From an optimization exercise on the open Yosys and OpenROAD flow, aimed at small area, a short achievable clock period and few clock cycles per item; shortcuts taken in it are not production practice.
The RTL was checked by simulation tests, not by an equivalence proof against the original design.
Power and IR drop assume default switching activity.

==> flow/design.v <==
`timescale 1ns/1ps
`default_nettype none
module env_step_top (
    input  wire         i_clk,
    input  wire         i_rstn,
    input  wire  [31:0] i_mem_rdata,
    output logic [5:0]  o_mem_addr,
    output logic [31:0] o_mem_wdata,
    output logic        o_mem_we
);
    localparam logic [5:0] ACT_ADDR  = 6'd16;
    localparam logic [5:0] FLAG_ADDR = 6'd17;
    localparam logic [5:0] OBS_ADDR  = 6'd18;
    localparam logic [5:0] RWD_ADDR  = 6'd34;
    localparam logic [5:0] DONE_ADDR = 6'd35;
    localparam logic [3:0] S_POLLA0  = 4'd7;  
    localparam logic [3:0] S_POLLF   = 4'd1;  
    localparam logic [3:0] S_POLLA   = 4'd2;  
    localparam logic [3:0] S_LOAD    = 4'd3;  
    localparam logic [3:0] S_WRITE   = 4'd4;  
    localparam logic [3:0] S_RWD     = 4'd5;
    localparam logic [3:0] S_DONE    = 4'd6;
    localparam logic [3:0] S_CLEAR   = 4'd0;
    localparam logic [3:0] S_RA      = 4'd8;   
    localparam logic [3:0] S_RB      = 4'd9;   
    localparam logic [3:0] S_RESTART = 4'd10;  
    logic [31:0] ring [16];
    logic [15:0] v1;        
    logic [31:0] w;         
    logic [15:0] ad;        
    logic [15:0] oh;        
    logic [15:0] oh_nxt;    
    logic [15:0] oh_nxt2;   
    logic        act_q;     
    logic        w_step_q;  
    logic        verify_q;  
    logic [3:0]  ph;
    logic [3:0]  st;
    logic [3:0]  cnt;
    logic        loaded;    
    logic        ins;       
    logic [5:0]  addr_q;
    logic        we_q;
    assign o_mem_addr  = addr_q;
    assign o_mem_wdata = w;
    assign o_mem_we    = we_q;
    function automatic logic [15:0] inc16(input logic [15:0] x);
        for (int i = 0; i < 16; i++) inc16[i] = x[i] ^ (&(x | ~((16'd1 << i) - 16'd1)));
    endfunction
    function automatic logic [15:0] dec16(input logic [15:0] x);
        for (int i = 0; i < 16; i++) dec16[i] = x[i] ^ (&(~x | ~((16'd1 << i) - 16'd1)));
    endfunction
    logic               act;   
    logic [15:0]        pos_n;
    logic signed [15:0] wpos;
    logic               wdone;
    logic               flag_set, reload, mismatch, keep;
    logic               load_ad;   
    logic [15:0]        ad_n;
    logic [31:0]        rwd_word, w_other;
    always_comb begin
        for (int i = 0; i < 16; i++) begin
            oh[i]      = oh_nxt[(i + 1) % 16];
            oh_nxt2[i] = oh_nxt[(i + 15) % 16];
        end
    end
    assign act   = load_ad ? |(oh_nxt & i_mem_rdata[15:0]) : act_q;
    assign pos_n = ring[0][31:16] + v1;
    assign wpos  = w[31:16];
    assign wdone = (wpos > 16'sd1000) || (wpos < -16'sd1000);
    assign flag_set = (i_mem_rdata != '0);
    assign reload   = (i_mem_rdata == 32'd2) || !loaded;
    assign mismatch = verify_q && (i_mem_rdata[15:0] != ad);
    assign keep     = (st == S_WRITE) && !mismatch;  
    always_comb begin
        ad_n = ad;
        for (int i = 0; i < 16; i++) begin
            if (st == S_WRITE && oh[(i + 1) % 16]) ad_n[i] = wdone;
        end
    end
    always_comb begin
        rwd_word = '0;
        for (int i = 0; i < 16; i++) rwd_word[2*i] = ~ad_n[i];
    end
    always_comb begin
        if (st == S_WRITE)    w_other = rwd_word;
        else if (st == S_RWD) w_other = {16'd0, ad};
        else                  w_other = '0;
    end
    always_ff @(posedge i_clk) begin
        for (int j = 0; j < 16; j++) ring[j] <= ring[(j + 1) % 16];
        if (ins)       ring[14] <= i_mem_rdata;
        else if (keep) ring[14] <= w;
        v1 <= act ? inc16(ring[1][15:0]) : dec16(ring[1][15:0]);
        act_q <= |(oh_nxt2 & (load_ad ? i_mem_rdata[15:0] : ad));
        for (int i = 0; i < 16; i++) oh_nxt[i] <= (ph == 4'((i + 14) % 16));
        if (load_ad) ad <= i_mem_rdata[15:0];
        else         ad <= ad_n;
        if (w_step_q) w <= {pos_n, v1};
        else          w <= w_other;
    end
    logic [3:0] st_n;
    logic [3:0] cnt_n;
    logic [5:0] addr_n;
    logic       we_n;
    always_comb begin
        st_n   = st;
        cnt_n  = cnt + 4'd1;
        addr_n = ACT_ADDR;
        we_n   = 1'b0;
        case (st)
            S_POLLA0: begin
                st_n   = S_POLLF;
                addr_n = FLAG_ADDR;
            end
            S_POLLF: begin
                st_n   = S_POLLA;
                addr_n = ACT_ADDR;
            end
            S_POLLA: begin
                if (!flag_set) begin
                    st_n   = S_POLLF;
                    addr_n = FLAG_ADDR;
                end else if (reload) begin
                    st_n   = S_LOAD;
                    cnt_n  = '0;
                    addr_n = {2'b00, ph + 4'd1};
                end else begin
                    st_n   = S_WRITE;
                    cnt_n  = '0;
                    addr_n = OBS_ADDR + {2'b00, ph};
                    we_n   = 1'b1;
                end
            end
            S_LOAD: begin
                addr_n = {2'b00, ph + 4'd1};
                if (cnt == 4'd15) begin
                    st_n = S_RESTART;  
                end
            end
            S_RA: begin
                st_n = S_RB;
            end
            S_RB: begin
                st_n = S_RESTART;
            end
            S_RESTART: begin
                st_n   = S_WRITE;
                cnt_n  = '0;
                addr_n = OBS_ADDR + {2'b00, ph};
                we_n   = 1'b1;
            end
            S_WRITE: begin
                addr_n = OBS_ADDR + {2'b00, ph};
                we_n   = 1'b1;
                if (mismatch) begin
                    st_n   = S_RA;
                    addr_n = ACT_ADDR;
                    we_n   = 1'b0;
                end else if (cnt == 4'd15) begin
                    st_n   = S_RWD;
                    addr_n = RWD_ADDR;
                end
            end
            S_RWD: begin
                st_n   = S_DONE;
                addr_n = DONE_ADDR;
                we_n   = 1'b1;
            end
            S_DONE: begin
                st_n   = S_CLEAR;
                addr_n = FLAG_ADDR;
                we_n   = 1'b1;
            end
            default: begin  
                st_n   = S_POLLA0;
                addr_n = ACT_ADDR;
            end
        endcase
    end
    always_ff @(posedge i_clk) begin
        cnt      <= cnt_n;
        addr_q   <= addr_n;
        ins      <= (st == S_LOAD);
        load_ad  <= (st_n == S_POLLF) || (st_n == S_LOAD && cnt_n == 4'd0) || (st_n == S_RB);
        verify_q <= (st == S_POLLA) && flag_set && !reload;
        w_step_q <= !((st == S_WRITE && cnt >= 4'd14) || st == S_RWD);
    end
    always_ff @(posedge i_clk or negedge i_rstn) begin
        if (!i_rstn) begin
            st     <= S_CLEAR;
            ph     <= '0;
            loaded <= 1'b0;
            we_q   <= 1'b0;
        end else begin
            st   <= st_n;
            ph   <= ph + 4'd1;
            we_q <= we_n;
            if (st == S_LOAD && cnt == 4'd15) loaded <= 1'b1;
        end
    end
endmodule
`default_nettype wire
clock: 4.5 ns
lec_check: 0
abc_area: 1
cap_margin: 20
core_margin: 2
core_utilization: 60
cts_cluster_diameter: 80
cts_cluster_size: 30
setup_slack_margin: 2.5
slew_margin: 20
run.sh (not shown) runs the stock make flow with config.mk's settings and CLKGATE_MAP_FILE= SYNTH_SCRIPT=/design/flow/synth_recipe.tcl, a recipe that flattens the netlist after the stock synthesis.
Testbench counts at the start, summed over its fixed seeds: cycles 38,473, steps 1,600.
Edit:
--- a/flow/design.v
+++ b/flow/design.v
@@ -90,6 +90,6 @@
     always_ff @(posedge i_clk) begin
         for (int j = 0; j < 16; j++) ring[j] <= ring[(j + 1) % 16];
-        if (ins)       ring[14] <= i_mem_rdata;
-        else if (keep) ring[14] <= w;
+        if (ins)  ring[1]  <= i_mem_rdata;
+        if (keep) ring[14] <= w;
         v1 <= act ? inc16(ring[1][15:0]) : dec16(ring[1][15:0]);
         act_q <= |(oh_nxt2 & (load_ad ? i_mem_rdata[15:0] : ad));
@@ -125,5 +125,5 @@
                     st_n   = S_LOAD;
                     cnt_n  = '0;
-                    addr_n = {2'b00, ph + 4'd1};
+                    addr_n = {2'b00, ph + 4'd4};
                 end else begin
                     st_n   = S_WRITE;
@@ -134,7 +134,9 @@
             end
             S_LOAD: begin
-                addr_n = {2'b00, ph + 4'd1};
+                addr_n = {2'b00, ph + 4'd4};
                 if (cnt == 4'd15) begin
-                    st_n = S_RESTART;  
+                    st_n   = S_WRITE;
+                    addr_n = OBS_ADDR + {2'b00, ph};
+                    we_n   = 1'b1;
                 end
             end
The changed run completed without violations; worst setup slack gets better by 0.012 ns; wire length decreases by 6.5%; via count decreases by 3.2%; utilization barely changes; worst hold slack gets worse by 0.0036 ns; die area is about the same; design area is about the same; cell count decreases by 0.96%; sequential share of layout area decreases by 0.18 points; power decreases by 3.0%.
Testbench counts after the change, summed over its fixed seeds: cycles 38,280, steps 1,600.

* * *

RTL: the design.v shown in full above, as it stands there.
export LEC_CHECK = 0
export ABC_AREA = 1
export CAP_MARGIN = 20
export CORE_MARGIN = 2
export CORE_UTILIZATION = 50
export CTS_CLUSTER_DIAMETER = 80
export CTS_CLUSTER_SIZE = 30
export SETUP_SLACK_MARGIN = 2.5
export SLEW_MARGIN = 20
create_clock -name core_clock -period 4.5 [get_ports {i_clk}]
Testbench counts at the start, summed over its fixed seeds: cycles 38,473, steps 1,600.
Change:
--- a/flow/design.v
+++ b/flow/design.v
@@ -87,12 +87,12 @@
         else if (st == S_RWD) w_other = {16'd0, ad};
         else                  w_other = '0;
     end
     always_ff @(posedge i_clk) begin
         for (int j = 0; j < 16; j++) ring[j] <= ring[(j + 1) % 16];
-        if (ins)       ring[14] <= i_mem_rdata;
-        else if (keep) ring[14] <= w;
+        if (ins)  ring[1]  <= i_mem_rdata;
+        if (keep) ring[14] <= w;
         v1 <= act ? inc16(ring[1][15:0]) : dec16(ring[1][15:0]);
         act_q <= |(oh_nxt2 & (load_ad ? i_mem_rdata[15:0] : ad));
         for (int i = 0; i < 16; i++) oh_nxt[i] <= (ph == 4'((i + 14) % 16));
         if (load_ad) ad <= i_mem_rdata[15:0];
         else         ad <= ad_n;
@@ -122,22 +122,24 @@
                     st_n   = S_POLLF;
                     addr_n = FLAG_ADDR;
                 end else if (reload) begin
                     st_n   = S_LOAD;
                     cnt_n  = '0;
-                    addr_n = {2'b00, ph + 4'd1};
+                    addr_n = {2'b00, ph + 4'd4};
                 end else begin
                     st_n   = S_WRITE;
                     cnt_n  = '0;
                     addr_n = OBS_ADDR + {2'b00, ph};
                     we_n   = 1'b1;
                 end
             end
             S_LOAD: begin
-                addr_n = {2'b00, ph + 4'd1};
+                addr_n = {2'b00, ph + 4'd4};
                 if (cnt == 4'd15) begin
-                    st_n = S_RESTART;  
+                    st_n   = S_WRITE;
+                    addr_n = OBS_ADDR + {2'b00, ph};
+                    we_n   = 1'b1;
                 end
             end
             S_RA: begin
                 st_n = S_RB;
             end
Non-clock buffer count falls by 4.
Clock skew barely changes.
Via count falls by 3.4%.
Global-route usage falls by 0.95 points.
Synthesized cell count falls by 1.5%.
Total power falls by 2.7%.
Combinational power falls by 14%.
Synthesized area hardly moves.
Testbench counts after the change, summed over its fixed seeds: cycles 38,280, steps 1,600.

-- afterwards: timing with drivers on the ports --
No port has a modelled driver above. Below, the same layouts with a new extraction and two added sets of constraints.
Step 1 sets driving cells, clkbuf_16 on the clock port and buf_2 on the other inputs (assumed; they add their load-dependent delay and slew).
Step 2, shift: input delay + t, output delay - t, t = (earliest + latest rising clock arrival at the registers) / 2. This alone moves slack from input paths to output paths.
Three values: no drivers, after step 1, after step 2; two values: the first two.
run | t, ns | setup WS [ns] | worst setup path after step 2 | slew at the worst register clock pin (ns)
the first run of note 1 | 0.615 | 2.514 / 2.461 / 1.960 | input to register | 0.12 / 0.12
the second run of note 1 | 0.611 | 2.526 / 2.475 / 1.956 | input to register | 0.11 / 0.11
the first run of note 2 | 0.629 | 2.505 / 2.451 / 1.967 | input to register | 0.12 / 0.12
the second run of note 2 | 0.618 | 2.512 / 2.458 / 1.990 | input to register | 0.11 / 0.11
After both steps setup and hold are still met in every run listed. The setup slack of the second run of note 1, which loses most, moves by -0.051 ns with the drivers and by -0.570 ns with both steps.
